Source: an optimization exercise on an open RTL-to-GDS flow (aim: small area, a short achievable clock period and few clock cycles per item). Production flows keep margins and buffers that such runs may drop. Only simulation tests tie the RTL to the original design; equivalence was not proved.

===== flow/design.v =====
package jac_pkg;
    localparam int COORD_BITS = 16;
    localparam int FRAC_BITS  = 14;
    localparam int COS_BITS   = FRAC_BITS + 2;
    localparam int DIFF_W     = COORD_BITS + 1;
    localparam int SQ_W       = 2 * DIFF_W;
    localparam int DOT_W      = SQ_W + 2;
    localparam int RW         = DIFF_W;
    localparam int REM_W      = RW + 3;
    typedef struct packed {
        logic signed [COORD_BITS-1:0] end1_x;
        logic signed [COORD_BITS-1:0] end1_y;
        logic signed [COORD_BITS-1:0] end1_z;
        logic signed [COORD_BITS-1:0] vertex_x;
        logic signed [COORD_BITS-1:0] vertex_y;
        logic signed [COORD_BITS-1:0] vertex_z;
        logic signed [COORD_BITS-1:0] end2_x;
        logic signed [COORD_BITS-1:0] end2_y;
        logic signed [COORD_BITS-1:0] end2_z;
    } t_in_beat;
    typedef struct packed {
        logic signed [COS_BITS-1:0] cosine_q14;
        logic                       degenerate;
    } t_out_beat;
    typedef struct packed {
        logic            vld;
        logic [SQ_W-1:0] sa;
        logic [SQ_W-1:0] sb;
        logic [SQ_W-1:0] mag;
        logic            neg;
        logic            degen;
    } t_root_in;
    typedef struct packed {
        logic            vld;
        logic [RW-1:0]   la;
        logic [RW-1:0]   lb;
        logic [SQ_W-1:0] mag;
        logic            neg;
        logic            degen;
    } t_root_out;
    typedef struct packed {
        logic            vld;
        logic [SQ_W-1:0] den;
        logic [SQ_W-1:0] mag;
        logic            neg;
        logic            degen;
    } t_div_in;
    typedef struct packed {
        logic                 vld;
        logic [FRAC_BITS-1:0] q;
        logic                 neg;
        logic                 degen;
        logic                 sat;
    } t_div_out;
endpackage
import jac_pkg::*;
module jac_root_pipe (
    input  logic      i_clk,
    input  logic      i_rst_n,
    input  logic      i_adv,
    input  jac_pkg::t_root_in  i_in,
    output jac_pkg::t_root_out o_out
);
    logic [SQ_W-1:0]  r_rad [0:RW-1][0:1];
    logic [REM_W-1:0] r_rem [0:RW-1][0:1];
    logic [RW-1:0]    r_q   [0:RW-1][0:1];
    logic             r_vld [0:RW-1];
    logic [SQ_W-1:0]  r_mag [0:RW-1];
    logic             r_neg [0:RW-1];
    logic             r_dgn [0:RW-1];
    for (genvar k = 0; k < RW; k++) begin : g_stage
        logic [SQ_W-1:0]  c_rad [0:1];
        logic [REM_W-1:0] c_rem [0:1];
        logic [RW-1:0]    c_q   [0:1];
        logic             c_vld;
        logic [SQ_W-1:0]  c_mag;
        logic             c_neg;
        logic             c_dgn;
        if (k == 0) begin : g_head
            always_comb begin
                c_rad[0] = i_in.sa;
                c_rad[1] = i_in.sb;
                c_rem[0] = '0;
                c_rem[1] = '0;
                c_q[0]   = '0;
                c_q[1]   = '0;
                c_vld    = i_in.vld;
                c_mag    = i_in.mag;
                c_neg    = i_in.neg;
                c_dgn    = i_in.degen;
            end
        end else begin : g_body
            always_comb begin
                c_rad[0] = r_rad[k-1][0];
                c_rad[1] = r_rad[k-1][1];
                c_rem[0] = r_rem[k-1][0];
                c_rem[1] = r_rem[k-1][1];
                c_q[0]   = r_q[k-1][0];
                c_q[1]   = r_q[k-1][1];
                c_vld = r_vld[k-1];
                c_mag = r_mag[k-1];
                c_neg = r_neg[k-1];
                c_dgn = r_dgn[k-1];
            end
        end
        for (genvar l = 0; l < 2; l++) begin : g_lane
            logic [REM_W-1:0] n_sh;
            logic [REM_W-1:0] n_trial;
            always_comb begin
                n_sh    = {c_rem[l][REM_W-3:0], c_rad[l][SQ_W-1-2*k -: 2]};
                n_trial = REM_W'({c_q[l], 2'b01});
            end
            always_ff @(posedge i_clk) begin
                if (i_adv) begin
                    r_rad[k][l] <= c_rad[l];
                    if (n_sh >= n_trial) begin
                        r_rem[k][l] <= n_sh - n_trial;
                        r_q[k][l]   <= {c_q[l][RW-2:0], 1'b1};
                    end else begin
                        r_rem[k][l] <= n_sh;
                        r_q[k][l]   <= {c_q[l][RW-2:0], 1'b0};
                    end
                end
            end
        end
        always_ff @(posedge i_clk) begin
            if (!i_rst_n) begin
                r_vld[k] <= 1'b0;
            end else if (i_adv) begin
                r_vld[k] <= c_vld;
            end
        end
        always_ff @(posedge i_clk) begin
            if (i_adv) begin
                r_mag[k] <= c_mag;
                r_neg[k] <= c_neg;
                r_dgn[k] <= c_dgn;
            end
        end
    end
    always_comb begin
        o_out.vld   = r_vld[RW-1];
        o_out.la    = r_q[RW-1][0];
        o_out.lb    = r_q[RW-1][1];
        o_out.mag   = r_mag[RW-1];
        o_out.neg   = r_neg[RW-1];
        o_out.degen = r_dgn[RW-1];
    end
endmodule
import jac_pkg::*;
module jac_div_pipe (
    input  logic     i_clk,
    input  logic     i_rst_n,
    input  logic     i_adv,
    input  jac_pkg::t_div_in  i_in,
    output jac_pkg::t_div_out o_out
);
    logic [SQ_W-1:0]      r_rem [0:FRAC_BITS-1];
    logic [SQ_W-1:0]      r_den [0:FRAC_BITS-1];
    logic [FRAC_BITS-1:0] r_q   [0:FRAC_BITS-1];
    logic                 r_vld [0:FRAC_BITS-1];
    logic                 r_neg [0:FRAC_BITS-1];
    logic                 r_dgn [0:FRAC_BITS-1];
    logic                 r_sat [0:FRAC_BITS-1];
    for (genvar k = 0; k < FRAC_BITS; k++) begin : g_stage
        logic [SQ_W-1:0]      c_rem;
        logic [SQ_W-1:0]      c_den;
        logic [FRAC_BITS-1:0] c_q;
        logic                 c_vld;
        logic                 c_neg;
        logic                 c_dgn;
        logic                 c_sat;
        logic [SQ_W:0]        n_sh;
        logic [SQ_W:0]        n_diff;
        if (k == 0) begin : g_head
            always_comb begin
                c_rem = i_in.mag;
                c_den = i_in.den;
                c_q   = '0;
                c_vld = i_in.vld;
                c_neg = i_in.neg;
                c_dgn = i_in.degen;
                c_sat = (i_in.mag >= i_in.den);
            end
        end else begin : g_body
            always_comb begin
                c_rem = r_rem[k-1];
                c_den = r_den[k-1];
                c_q   = r_q[k-1];
                c_vld = r_vld[k-1];
                c_neg = r_neg[k-1];
                c_dgn = r_dgn[k-1];
                c_sat = r_sat[k-1];
            end
        end
        always_comb begin
            n_sh   = {c_rem, 1'b0};
            n_diff = n_sh - {1'b0, c_den};
        end
        always_ff @(posedge i_clk) begin
            if (!i_rst_n) begin
                r_vld[k] <= 1'b0;
            end else if (i_adv) begin
                r_vld[k] <= c_vld;
            end
        end
        always_ff @(posedge i_clk) begin
            if (i_adv) begin
                r_den[k] <= c_den;
                r_neg[k] <= c_neg;
                r_dgn[k] <= c_dgn;
                r_sat[k] <= c_sat;
                if (n_sh >= {1'b0, c_den}) begin
                    r_rem[k] <= n_diff[SQ_W-1:0];
                    r_q[k]   <= {c_q[FRAC_BITS-2:0], 1'b1};
                end else begin
                    r_rem[k] <= n_sh[SQ_W-1:0];
                    r_q[k]   <= {c_q[FRAC_BITS-2:0], 1'b0};
                end
            end
        end
    end
    always_comb begin
        o_out.vld   = r_vld[FRAC_BITS-1];
        o_out.q     = r_q[FRAC_BITS-1];
        o_out.neg   = r_neg[FRAC_BITS-1];
        o_out.degen = r_dgn[FRAC_BITS-1];
        o_out.sat   = r_sat[FRAC_BITS-1];
    end
endmodule
import jac_pkg::*;
module joint_angle_cosine (
    input  logic                         i_clk,
    input  logic                         i_rst_n,
    input  logic                         i_pt_valid,
    output logic                         o_pt_ready,
    input  logic signed [COORD_BITS-1:0] i_end1_x,
    input  logic signed [COORD_BITS-1:0] i_end1_y,
    input  logic signed [COORD_BITS-1:0] i_end1_z,
    input  logic signed [COORD_BITS-1:0] i_vertex_x,
    input  logic signed [COORD_BITS-1:0] i_vertex_y,
    input  logic signed [COORD_BITS-1:0] i_vertex_z,
    input  logic signed [COORD_BITS-1:0] i_end2_x,
    input  logic signed [COORD_BITS-1:0] i_end2_y,
    input  logic signed [COORD_BITS-1:0] i_end2_z,
    output logic                         o_cos_valid,
    input  logic                         i_cos_ready,
    output logic signed [COS_BITS-1:0]   o_cos_cosine_q14,
    output logic                         o_cos_degenerate
);
    logic                     w_adv;
    logic                     r_s1_vld;
    logic signed [DIFF_W-1:0] r_a [0:2];
    logic signed [DIFF_W-1:0] r_b [0:2];
    logic                     r_s2_vld;
    logic signed [SQ_W-1:0]   r_pd [0:2];
    logic signed [SQ_W-1:0]   r_pa [0:2];
    logic signed [SQ_W-1:0]   r_pb [0:2];
    jac_pkg::t_root_in r_s3;
    jac_pkg::t_root_in n_s3;
    logic signed [DOT_W-1:0]  n_dot;
    jac_pkg::t_root_out w_root;
    jac_pkg::t_div_in r_s4;
    jac_pkg::t_div_out w_div;
    logic                     r_out_vld;
    jac_pkg::t_out_beat r_out;
    logic [FRAC_BITS:0]       n_qf;
    logic [COS_BITS-1:0]      n_qx;
    assign w_adv      = !r_out_vld || i_cos_ready;
    assign o_pt_ready = w_adv;
    always_ff @(posedge i_clk) begin
        if (!i_rst_n) begin
            r_s1_vld  <= 1'b0;
            r_s2_vld  <= 1'b0;
            r_out_vld <= 1'b0;
        end else if (w_adv) begin
            r_s1_vld  <= i_pt_valid;
            r_s2_vld  <= r_s1_vld;
            r_out_vld <= w_div.vld;
        end
    end
    always_ff @(posedge i_clk) begin
        if (w_adv) begin
            r_a[0] <= DIFF_W'(i_end1_x) - DIFF_W'(i_vertex_x);
            r_a[1] <= DIFF_W'(i_end1_y) - DIFF_W'(i_vertex_y);
            r_a[2] <= DIFF_W'(i_end1_z) - DIFF_W'(i_vertex_z);
            r_b[0] <= DIFF_W'(i_end2_x) - DIFF_W'(i_vertex_x);
            r_b[1] <= DIFF_W'(i_end2_y) - DIFF_W'(i_vertex_y);
            r_b[2] <= DIFF_W'(i_end2_z) - DIFF_W'(i_vertex_z);
        end
    end
    for (genvar i = 0; i < 3; i++) begin : g_prod
        always_ff @(posedge i_clk) begin
            if (w_adv) begin
                r_pd[i] <= r_a[i] * r_b[i];
                r_pa[i] <= r_a[i] * r_a[i];
                r_pb[i] <= r_b[i] * r_b[i];
            end
        end
    end
    always_comb begin
        n_dot    = DOT_W'(r_pd[0]) + DOT_W'(r_pd[1]) + DOT_W'(r_pd[2]);
        n_s3.vld = r_s2_vld;
        n_s3.sa  = SQ_W'(unsigned'(r_pa[0])) + SQ_W'(unsigned'(r_pa[1]))
                 + SQ_W'(unsigned'(r_pa[2]));
        n_s3.sb  = SQ_W'(unsigned'(r_pb[0])) + SQ_W'(unsigned'(r_pb[1]))
                 + SQ_W'(unsigned'(r_pb[2]));
        n_s3.neg = n_dot[DOT_W-1];
        n_s3.mag = n_dot[DOT_W-1] ? SQ_W'(-n_dot) : SQ_W'(n_dot);
        n_s3.degen = (n_s3.sa == '0) || (n_s3.sb == '0);
    end
    always_ff @(posedge i_clk) begin
        if (!i_rst_n) begin
            r_s3.vld <= 1'b0;
        end else if (w_adv) begin
            r_s3.vld <= n_s3.vld;
        end
        if (w_adv) begin
            r_s3.sa    <= n_s3.sa;
            r_s3.sb    <= n_s3.sb;
            r_s3.mag   <= n_s3.mag;
            r_s3.neg   <= n_s3.neg;
            r_s3.degen <= n_s3.degen;
        end
    end
    jac_root_pipe u_root (
        .i_clk   (i_clk),
        .i_rst_n (i_rst_n),
        .i_adv   (w_adv),
        .i_in    (r_s3),
        .o_out   (w_root)
    );
    always_ff @(posedge i_clk) begin
        if (!i_rst_n) begin
            r_s4.vld <= 1'b0;
        end else if (w_adv) begin
            r_s4.vld <= w_root.vld;
        end
        if (w_adv) begin
            r_s4.den   <= SQ_W'(w_root.la * w_root.lb);
            r_s4.mag   <= w_root.mag;
            r_s4.neg   <= w_root.neg;
            r_s4.degen <= w_root.degen;
        end
    end
    jac_div_pipe u_div (
        .i_clk   (i_clk),
        .i_rst_n (i_rst_n),
        .i_adv   (w_adv),
        .i_in    (r_s4),
        .o_out   (w_div)
    );
    always_comb begin
        n_qf = w_div.sat ? {1'b1, {FRAC_BITS{1'b0}}} : {1'b0, w_div.q};
        n_qx = w_div.neg ? -{1'b0, n_qf} : {1'b0, n_qf};
    end
    always_ff @(posedge i_clk) begin
        if (w_adv) begin
            r_out.degenerate <= w_div.degen;
            r_out.cosine_q14 <= w_div.degen ? '0 : signed'(n_qx);
        end
    end
    assign o_cos_valid      = r_out_vld;
    assign o_cos_cosine_q14 = r_out.cosine_q14;
    assign o_cos_degenerate = r_out.degenerate;
endmodule

===== flow/constraint.sdc =====
create_clock -name core_clock -period 7.0 [get_ports {i_clk}]
set_input_delay 1.4000 -clock core_clock [delete_from_list [all_inputs] [get_ports {i_clk}]]
set_output_delay 1.4000 -clock core_clock [all_outputs]
set_load 0.01 [all_outputs]

===== flow/config.mk =====
export PLATFORM = sky130hd
export DESIGN_NAME = joint_angle_cosine
export DESIGN_NICKNAME = joint_angle_cosine
export VERILOG_FILES = /design/flow/design.v
export SDC_FILE = /design/flow/constraint.sdc
export NUM_CORES = 4
export LEC_CHECK = 0
export CAP_MARGIN = 20
export CORE_MARGIN = 2
export CORE_UTILIZATION = 40
export SLEW_MARGIN = 20

===== flow/run.sh =====
#!/bin/bash
# synth_recipe.tcl (not shown) runs the flow's synth.tcl, then flattens the netlist and writes it again
# the make line also repeats each setting of config.mk as NAME=value (left out here)
make -C /OpenROAD-flow-scripts/flow DESIGN_CONFIG=/design/flow/config.mk WORK_HOME=/design/flow/orfs CLKGATE_MAP_FILE= SYNTH_SCRIPT=/design/flow/synth_recipe.tcl finish

==> run summary <==
[per-layer routing]
metal,vias to the layer above,track usage (%),wire length [microns]
met5,-,0,27
met4,4,7.62,30300
met3,936,1.67,21600
met2,3021,32.3,312000
met1,84200,22.7,256000
li1,81000,-,-
[what timing repair did]
item,4_1_cts,5_1_grt
buffers inserted,0,36
endpoints found under the setup margin,1,51
pin swaps,0,22
resized for setup,1,79
cloned,0,4
[cell families (layout without fill, tap and decap cells)]
family	after synthesis	count (layout)	synth area share (%)
buffers and inverters	5015	6015	6.94
DFF	3644	3644	40.2
other	1	45	0.00138
and+or+nand+nor	5597	5597	10.0
AOI/OAI and AO/OA	3433	3433	8.08
adders and majority gates	4760	4760	29.8
muxes	252	252	1.03
xor gates and xnor gates	1245	1245	4.02
[sequential cells by signal (all words and copies together) (netlist names), 102 cells and up]
| name | count |
|---|---|
| r_s3 | 105 |
| u_root.r_rem | 522 |
| u_div.r_den | 442 |
| u_root.r_mag | 578 |
| u_root.r_rad | 544 |
| u_root.r_q | 306 |
| u_div.r_q | 105 |
| r_pd | 102 |
| u_div.r_rem | 442 |
[per-stage QoR]
stage          std cells  cell area (sq um)
2_1_floorplan      24000             272000
3_3_place_gp       33100             288000
3_5_place_dp       33100             288000
4_1_cts            33900             301000
5_1_grt            34000             302000
6_report           34000             302000
[synth_stat cells, types with 24 or more instances]
cell type,instances
a21o_1,435
a221oi_1,24
or3_1,109
o2111ai_1,26
and2_1,901
xnor2_1,838
mux2_2,222
edfxtp_1,3608
nor4_1,87
o21ai_0,751
buf_1,25
clkbuf_1,549
mux2i_1,30
nand4_1,124
a31o_2,50
ha_1,1933
a211oi_1,103
nor2_1,1175
nor2b_1,208
a211o_1,36
dfxtp_1,36
nand2_1,1838
nand3b_1,48
a21boi_0,176
o31ai_1,122
fa_1,2827
a2111oi_0,44
nand3_1,247
xor2_1,407
o211ai_1,68
or2_2,75
nor3_1,324
and3_1,106
nand2b_1,190
inv_1,4422
o21a_1,213
a21oi_1,994
nor3b_1,26
or4_1,46
o21bai_1,90
a31oi_1,81
[critical path, stage by stage (launching register included)]
cell and delay (ns):
edfxtp_1 0.46, buf_4 0.21, buf_12 0.15, nand2_1 0.08, inv_1 0.06, fa_1 0.52
inv_1 0.05, fa_1 0.50, fa_1 0.51, inv_1 0.06, fa_1 0.50, fa_1 0.49
inv_1 0.05, fa_1 0.48, inv_1 0.05, ha_1 0.32, nand3_1 0.15, a31oi_2 0.26
o2111ai_2 0.20, a31oi_2 0.32, nand2_1 0.15, a311oi_1 0.24, buf_4 0.16, a211oi_2 0.07
o31ai_1 0.24, a21oi_1 0.11, xnor2_1 0.12
[area by class of cell]
class,instances,share of cell area [%]
sequential,3644,36.1
antenna,37,0.0307
tap,8968,3.72
multi-input combinational,15300,47.7
clock buffer,477,3.48
timing repair buffer,837,2.55
inverter,4437,5.53
clock inverter,264,0.872
[worst max path at each step]
stage	from	to
finish	r_a[2][4]	r_pa[2][33]
global route	r_a[2][4]	r_pa[2][33]
CTS	r_b[1][5]	r_pb[1][33]
detailed placement	r_a[2][4]	r_pa[2][32]
global placement	r_a[2][4]	r_pa[2][32]
floorplan	i_cos_ready	o_pt_ready
==> key figures <==
Critical path
  – Worst r2r src: r_a[2][4]
  – Crit-path max FO: 16
  – WP data required: between 7 and 8 ns
  – Critical path arrival: between 7 and 8 ns
  – FF-to-FF path depth: 26
  – R2R setup slack: 0.23 ns
  – RR Endpoint: r_pa[2][33]
  – Kind of critical path: reg -> reg
  – Crit path capture type: flip-flop
  – Element type at the critical path start: flip-flop

Clocking
  – CTS root buf: clkbuf_16
  – H-tree Lvls: 5
  – Maximum clock insertion buffer count: 4
  – TritonCTS Sinks: ~3600
  – Clk latency of the worst-skew pair: approximately 1.1 ns
  – CTS Buf Count: around 400
  – TritonCTS clock tree: yes
  – # hold bufs at CTS: 0
  – Worst-path clk slew: 0.06 ns

Floorplanning
  – Starting density of the core: 40.1%
  – Die Ht: 828 microns
  – Cell Rows: slightly above 300
  – Total I/O pin count: around 170
  – Die Width: 828 microns
  – Die ar.: 0.685 sq mm
  – Core region area: 0.676 sq mm

Place
  – Placer Congestion: 0.889
  – Setup WS pre-CTS: -0.0842 ns
  – Hpwl dp: 490000 microns
  – Port bufs: 166

Layout
  – Share of cells above drive strength 1: under 10%
  – Final nets: just under 30000
  – Fillers: about 62000
  – Area Overhead vs Synth: 11.2%
  – Multi-input logic area: 0.144 sq mm
  – Most frequent cells in the layout: inv_1, edfxtp_1, fa_1
  – Util after Layout: 44.6%
  – Commonest non-fill, non-tap cell in the layout: inv_1
  – Reg area: about 0.11 sq mm

Logic synthesis
  – Mapped Cells: 23900
  – Area leader, netlist: edfxtp_1
  – Syn_area_per_cell: 11.3 sq um
  – Async S/R FF share, synth: 0%
  – Post-synth EDFFs: 3608
  – Yosys cell types: approximately 90
  – Synth area leaders: edfxtp_1, fa_1, ha_1
  – Ys flop type: edfxtp_1
  – Mapped Area: 0.271 sq mm
  – Synth Register Bits: approximately 3600
  – Top-area cell type share of the netlist area: 39.9%
  – Seq/Total Area, Yosys: 40.2%
  – Ys Warns: 73

Status
  – Outcome: complete, no violations

Timing
  – Layout Skew: 0.0934 ns
  – Final worst setup slack: 0.234 ns
  – Highest clock rate: 148 MHz
  – Setup Viol. Count Final: 0
  – Final Max Tran Viols: 0
  – RSZ-0062 raised after global routing: yes
  – Hold Slack: 0.348 ns
  – Hold violation total from the final report: 0
  – Worst-Margin Slew: 1.19 ns
  – Total negative slack: 0 ns
  – Fin crit period: 6.77 ns
  – Tcrit/Tclk final: 96.7%
  – Tightest slew margin relative to the limit: 21.0%

Global route
  – Vias in the first global route: 176000
  – Pin count of the biggest net entering global routing: 181
  – Antenna violations before repair: 29
  – Grt total ovfl: 0
  – Global-route usage over all layers: 18.2%
  – First-pass GRT wire length: around 1000000 microns

Hold path
  – HP Class: reg -> reg
  – Hold depth: 0
  – Hold Startpoint: u_root.r_mag[6][23]
  – WHS Endpoint: u_root.r_mag[7][23]

Route
  – Post-DR vias/cell: 4.98
  – DRC Markers: 0
  – Antenna viol nets, final: 0
  – Pre-antenna DRT Iters: 8
  – DRT Wirelength: 620000 microns
  – Total number of vias: between 150k and 200k
  – First DRT Iteration DRCs: 9989
  – Routed len/inst: 18.3 microns

Job
  – Max-Cap Viols: 0
Testbench counts, summed over its fixed seeds: cycles 4,144, items 4,000.

## re-timing with driven ports
The results above use ideal ports. As a check the final layout listed here was re-extracted and re-timed, cells and wires unchanged.
Step 1, drivers: a clkbuf_16 drives i_clk and a buf_2 each remaining input, both assumed.
Step 2 also shifts input and output timing later by t, the mid clock arrival at the registers, as if the neighbouring blocks saw the same clock.
a / b / c = no drivers / after step 1 / after step 2; a / b = the first two.
shift t [ns]: 1.137
setup WS [ns]: 0.234 / 0.234 / 0.234
latest minus earliest clock arrival (ns): 0.109 / 0.109
worst slew at a driven data input, ns: 0.07
cell pins on the clock port's net: 1
After both steps this run still meets setup and hold. For this run, drivers alone change the setup slack by 0.000 ns; drivers and shift together by 0.000 ns.
